This is an optimization exercise on Yosys and OpenROAD, whose aim is small area, a short achievable clock period and few clock cycles per item, not a production implementation.
In this exercise RTL edits were held to simulation tests only and were not proved equivalent to the original.
Power is estimated from default activity; no workload was simulated.

==> design/flow/design.v <==
package instr_register_pkg;
   localparam int unsigned NUM_REGS = 32;
   typedef logic [4:0]         address_t;
   typedef logic signed [31:0] operand_t;
   typedef logic signed [63:0] result_t;
   typedef enum logic [3:0] {
      ZERO  = 4'd0,
      PASSA = 4'd1,
      PASSB = 4'd2,
      ADD   = 4'd3,
      SUB   = 4'd4,
      MULT  = 4'd5,
      DIV   = 4'd6,
      MOD   = 4'd7
   } opcode_t;
   typedef struct packed {
      opcode_t  opc;
      operand_t a;
      operand_t b;
   } instruction_t;
endpackage
module instr_reader_alu
(
   input  instr_register_pkg::opcode_t  opcode,
   input  instr_register_pkg::operand_t a,
   input  instr_register_pkg::operand_t b,
   output instr_register_pkg::result_t  result,
   output logic     div_by_zero
);
   instr_register_pkg::result_t a_ext;
   instr_register_pkg::result_t b_ext;
   assign a_ext = {{32{a[31]}}, a};
   assign b_ext = {{32{b[31]}}, b};
   always_comb begin
      result      = '0;
      div_by_zero = 1'b0;
      case (opcode)
         instr_register_pkg::ZERO:  result = '0;
         instr_register_pkg::PASSA: result = a_ext;
         instr_register_pkg::PASSB: result = b_ext;
         instr_register_pkg::ADD:   result = a_ext + b_ext;
         instr_register_pkg::SUB:   result = a_ext - b_ext;
         instr_register_pkg::MULT:  result = a_ext * b_ext;
         instr_register_pkg::DIV: begin
            if (b == '0) div_by_zero = 1'b1;
            else         result      = a_ext / b_ext;
         end
         instr_register_pkg::MOD: begin
            if (b == '0) div_by_zero = 1'b1;
            else         result      = a_ext % b_ext;
         end
         default: result = '0;
      endcase
   end
endmodule
module instr_reader
(
   input  logic         clk,
   input  logic         reset,
   input  logic         start,
   input  instr_register_pkg::address_t     start_addr,
   input  logic [5:0]   num_instr,
   output instr_register_pkg::address_t     read_pointer,
   input  instr_register_pkg::instruction_t instruction_word,
   output logic         result_valid,
   input  logic         result_ready,
   output instr_register_pkg::result_t      result,
   output instr_register_pkg::address_t     result_addr,
   output instr_register_pkg::opcode_t      result_opc,
   output logic         div_by_zero,
   output logic         busy,
   output logic         done
);
   typedef enum logic [2:0] {
      S_IDLE   = 3'd0,
      S_FETCH  = 3'd1,
      S_EXEC   = 3'd2,
      S_OUTPUT = 3'd3,
      S_DONE   = 3'd4
   } state_t;
   state_t       state;
   logic [5:0]   remaining;
   instr_register_pkg::instruction_t instr_q;
   instr_register_pkg::result_t alu_result;
   logic    alu_dbz;
   instr_reader_alu u_alu (
      .opcode      (instr_q.opc),
      .a           (instr_q.a),
      .b           (instr_q.b),
      .result      (alu_result),
      .div_by_zero (alu_dbz)
   );
   always_ff @(posedge clk or posedge reset) begin
      if (reset) begin
         state        <= S_IDLE;
         read_pointer <= '0;
         remaining    <= '0;
         instr_q      <= '0;
         result       <= '0;
         result_addr  <= '0;
         result_opc   <= instr_register_pkg::ZERO;
         result_valid <= 1'b0;
         div_by_zero  <= 1'b0;
         busy         <= 1'b0;
         done         <= 1'b0;
      end else begin
         case (state)
            S_IDLE: begin
               if (start) begin
                  busy <= 1'b1;
                  if (num_instr != 6'd0) begin
                     read_pointer <= start_addr;
                     remaining    <= num_instr;
                     state        <= S_FETCH;
                  end else begin
                     done  <= 1'b1;
                     state <= S_DONE;
                  end
               end
            end
            S_FETCH: begin
               instr_q <= instruction_word;
               state   <= S_EXEC;
            end
            S_EXEC: begin
               result       <= alu_result;
               result_addr  <= read_pointer;
               result_opc   <= instr_q.opc;
               div_by_zero  <= alu_dbz;
               result_valid <= 1'b1;
               state        <= S_OUTPUT;
            end
            S_OUTPUT: begin
               if (result_ready) begin
                  result_valid <= 1'b0;
                  read_pointer <= read_pointer + 5'd1;
                  remaining    <= remaining - 6'd1;
                  if (remaining == 6'd1) begin
                     done  <= 1'b1;
                     state <= S_DONE;
                  end else begin
                     state <= S_FETCH;
                  end
               end
            end
            S_DONE: begin
               done  <= 1'b0;
               busy  <= 1'b0;
               state <= S_IDLE;
            end
            default: state <= S_IDLE;
         endcase
      end
   end
endmodule
==> design/flow/run.sh <==
#!/bin/bash
# synth_recipe.tcl (not shown) runs the flow's synth.tcl, then flattens the netlist and writes it again
# the make line also repeats each setting of config.mk as NAME=value (left out here)
make -C /OpenROAD-flow-scripts/flow DESIGN_CONFIG=/design/flow/config.mk WORK_HOME=/design/flow/orfs CLKGATE_MAP_FILE= SYNTH_SCRIPT=/design/flow/synth_recipe.tcl finish
==> design/flow/config.mk <==
export PLATFORM = sky130hd
export DESIGN_NAME = instr_reader
export DESIGN_NICKNAME = instr_reader
export VERILOG_FILES = /design/flow/design.v
export SDC_FILE = /design/flow/constraint.sdc
export NUM_CORES = 8
export LEC_CHECK = 0
export CAP_MARGIN = 20
export CORE_MARGIN = 2
export CORE_UTILIZATION = 40
export SETUP_SLACK_MARGIN = 5
export SLEW_MARGIN = 20
==> design/flow/constraint.sdc <==
create_clock -name core_clock -period 210.0 [get_ports {clk}]
set_input_delay 42.0000 -clock core_clock [delete_from_list [all_inputs] [get_ports {clk}]]
set_output_delay 42.0000 -clock core_clock [all_outputs]
set_load 0.01 [all_outputs]
==> run summary <==
* Worst r2r src: instr_q[1]$_DFFE_PP0P_
* Logic pwr share at 99.6%
* Setup WS pre-CTS at -4.988 ns
* Detailed Place HPWL at 987,300 um
* Yosys warning total at 2
* Placed Area at 0.2341 mm^2
* Vias in the first global route at 222,571
* Mapped cell area at 0.1817 mm^2
* Min-Delay Path Depth at 2
* Kind of critical path: flip-flop to flip-flop
* RSZ-0062 raised after global routing: false
* Crit end category: flip-flop
* Final nets at 34,803
* Leak at 120.6 nW
* Crit path max fanout at 47
* Initial antenna violation count at 125
* R2R setup slack at 9.64 ns
* Non-filler instance count after layout at 37,432
* Post-synthesis async set-or-reset flop share at 100.0%
* Post-Syn Instances at 25,857
* Post-synth cell types at 128
* CP startpoint: instr_q[1]$_DFFE_PP0P_
* Antenna viol nets, final at 0
* Setup violators final at 0
* Grt ovf at 0
* Worst Setup EP: result[63]$_DFFE_PP0P_
* Clk Latency, worst-skew pair at 0.63 ns
* Setup Skew at 0.08501 ns
* Worst-path clk slew at 0.09 ns
* Sw Pwr at 18.29 mW
* Die W at 677.9 um
* Die Ht at 677.9 um
* Via Count at 237,691
* Initial Util at 40.15%
* Drt first-iter violations at 31,533
* GRT Overall Usage at 49.34%
* Post-synthesis sequential area ratio at 2.190%
* Port bufs at 164
* First-pass GRT wire length at 1,645,000 um
* Drt first pass iters at 10
* Peak supply drop at 571.1 uV
* Seq power at 0.0840 mW
* Comb pwr at 31.6 mW
* # IOs at 165
* H-tree Lvls at 4
* Clk buf depth at 3
* Sw frac at 57.70%
* Hold endpoint: result[46]$_DFFE_PP0P_
* Min-delay src: result[46]$_DFFE_PP0P_
* Final Cell Area at 0.2367 mm^2
* CTS tree: built
* FF-to-FF path depth at 764
* Critical path buffers and inverters at 150
* Fin worst setup slack at 9.645 ns
* Pwr/cell area at 133.9 mW/mm^2
* WL per Instance at 31.76 um
* Predominant post-synthesis flop cell: dfrtp_1
* Root Buffer: clkbuf_16
* Area growth syn-to-layout at 30.31%
* Max-Cap Viols at 0
* Slew HR at 6.894%
* Clk pwr share at 0.1%
* Worst Tran Pin Value at 1.390 ns
* CP Depth at 905
* Area leader, netlist: ha_1
* Vias per cell at 6.350
* Req. time, crit path at 210.37 ns
* Crit path launch type: flip-flop
* Placed instance count at 37,197
* DRC at 0
* Slew Limit Fails at 0
* Max incr delay on CP at 0.91 ns
* Syn Area/Cell at 7.026 um^2
* CTS Buf Count at 25
* Worst Hold Class: flip-flop to flip-flop
* Sink Count at 159
* Fin crit period at 200.36 ns
* Share of cells above drive strength 1 at 21.78%
* Die area at 0.4596 mm^2
* Pint at 13.41 mW
* Status: no timing/DRC/antenna violations
* Hold bufs inserted after CTS at 0
* Ranking of synthesized cells by area: ha_1, fa_1, nand2_1
* Part of the cycle the worst path needs at 95.41%
* Slowest library cell on the worst path: a22oi_1
* Core Area at 0.4524 mm^2
* Clk power at 0.0424 mW
* Yosys top cell area share at 16.10%
* Total wire length after detailed routing at 1,189,000 um
* Largest net degree at the start of global routing at 90
* Flop pwr share at 0.3%
* Hold Vio Cnt, Final at 0
* R2R Path End: result[63]$_DFFE_PP0P_
* WP data arrival at 200.73 ns
* FP Rows at 247
* Pwr Total at 31.69 mW
* Max power group: combinational cells
* Top cell by count, worst path: buf_4
* CP delay by family, top: compound AO/OA/AOI/OAI gates
* Fmax at 0.004991 GHz
* Gpl congestion at 1.144
* Finished Core Util at 52.33%
* Post-synth EDFFs at 0
* Yosys reg bits at 159
## logic make-up (layout without fill, tap and decap cells)
group	count (synthesis)	after routing	synth area share [%]
other	2	712	0.004134
xor gates and xnor gates	1736	1736	8.369
and+or+nand+nor	9061	9064	23.23
buffers and inverters	2953	7839	6.174
adders and majority gates	3422	3422	28.05
AOI/OAI and AO/OA	8220	8220	30.17
DFF	159	159	2.190
muxes	304	304	1.811
## final cells by class
type,instances,area [um^2]
inverter,1932,7284
clock buffer,28,656.9
clock inverter,5,56.30
tap,5976,7477
multi-input combinational,23306,170900
sequential,159,4041
timing repair buffer,5874,45940
fill,45260,215700
antenna,152,380.4
## state kept, by name (all words and copies together) (netlist names)
name,count
busy,1
div_by_zero,1
done,1
instr_q,68
read_pointer,5
remaining,6
result,64
result_addr,5
result_opc,4
result_valid,1
state,3
## per-layer routing
metal  track usage, %  share of wire, %  vias up
met5                0             0.038        -
met4            40.50                10       62
met3            15.82                13     3981
met2            69.43                39    16151
met1            61.13                38   113419
li1                 -                 -   104078
## cell usage after synthesis, types with 304 or more instances
library cell     n
ha_1          2337
nor2_1        2184
inv_1         1920
nand3_1        529
a31oi_1        352
a21o_1         760
nand2_1       3436
xnor2_1       1081
o21a_1         444
and2_1         336
a21oi_1       2142
fa_1          1085
nand4_1        304
nor3_1         637
clkbuf_1       719
xor2_1         655
o21ai_0       1490
## metrics by stage
stage	TNS, ns	hold WS (ns)
3_3_place_gp	-371.98	0.4628
3_5_place_dp	-230.98	0.4766
4_1_cts	0	0.4938
2_1_floorplan	0	0.4713
6_report	0	0.4900
5_1_grt	0	0.5091
## placed cells by master, fill, tap and decap left out, types with 113 or more instances in the layout
cell type | synthesis | routed
buf_4 | 4 | 5580
nand2_1 | 3436 | 3416
ha_1 | 2337 | 2336
nor2_1 | 2184 | 2156
a21oi_1 | 2142 | 2113
inv_1 | 1920 | 1907
o21ai_0 | 1490 | 1453
fa_1 | 1085 | 1084
xnor2_1 | 1081 | 1049
a21o_1 | 760 | 752
xor2_1 | 655 | 652
nor3_1 | 637 | 599
conb_1 | 2 | 560
nand3_1 | 529 | 524
o21a_1 | 444 | 440
a31oi_1 | 352 | 341
and2_1 | 336 | 329
nand4_1 | 304 | 304
a211oi_1 | 302 | 285
o21bai_1 | 270 | 269
o211ai_1 | 266 | 266
nand2b_1 | 256 | 255
or3_1 | 240 | 237
and3_1 | 227 | 225
o31ai_1 | 225 | 208
nor2b_1 | 203 | 201
mux2_2 | 179 | 179
clkdlybuf4s50_1 | 0 | 164
or2_2 | 163 | 162
diode_2 | 0 | 152
a221oi_1 | 161 | 150
a21boi_0 | 141 | 129
o22ai_1 | 129 | 123
nor4_1 | 137 | 122
mux2i_1 | 122 | 119
dfrtp_1 | 159 | 113
## repair_timing
item | 4_1_cts | 5_1_grt
setup buffers | 11 | 35
resized for setup | 55 | 213
pin swaps | 4 | 14
setup endpoints to repair | 64 | 64
cloned | 1 | 2
Testbench counts, summed over its fixed seeds: cycles 19,693, items 6,351.

[re-timing with driven ports]
In the flow no input, the clock included, has a driving cell. The finished layout below was timed again as built, in two steps.
Step 1 sets driving cells, clkbuf_16 on the clock port and buf_2 on the other inputs (assumed; they add their load-dependent delay and slew).
Step 2, shift: input delay + t, output delay - t, t = (earliest + latest rising clock arrival at the registers) / 2. This alone moves slack from input paths to output paths.
a / b / c = ideal / step 1 / step 2; a / b = the first two.
t (ns): 0.651
setup WS [ns]: 9.645 / 9.645 / 9.645
latest minus earliest clock arrival (ns): 0.085 / 0.085
worst slew at a driven data input, ns: 0.15
pins driven straight from the clock port: 1
After both steps this run still meets setup and hold. For this run, drivers alone change the setup slack by 0.000 ns; drivers and shift together by 0.000 ns.
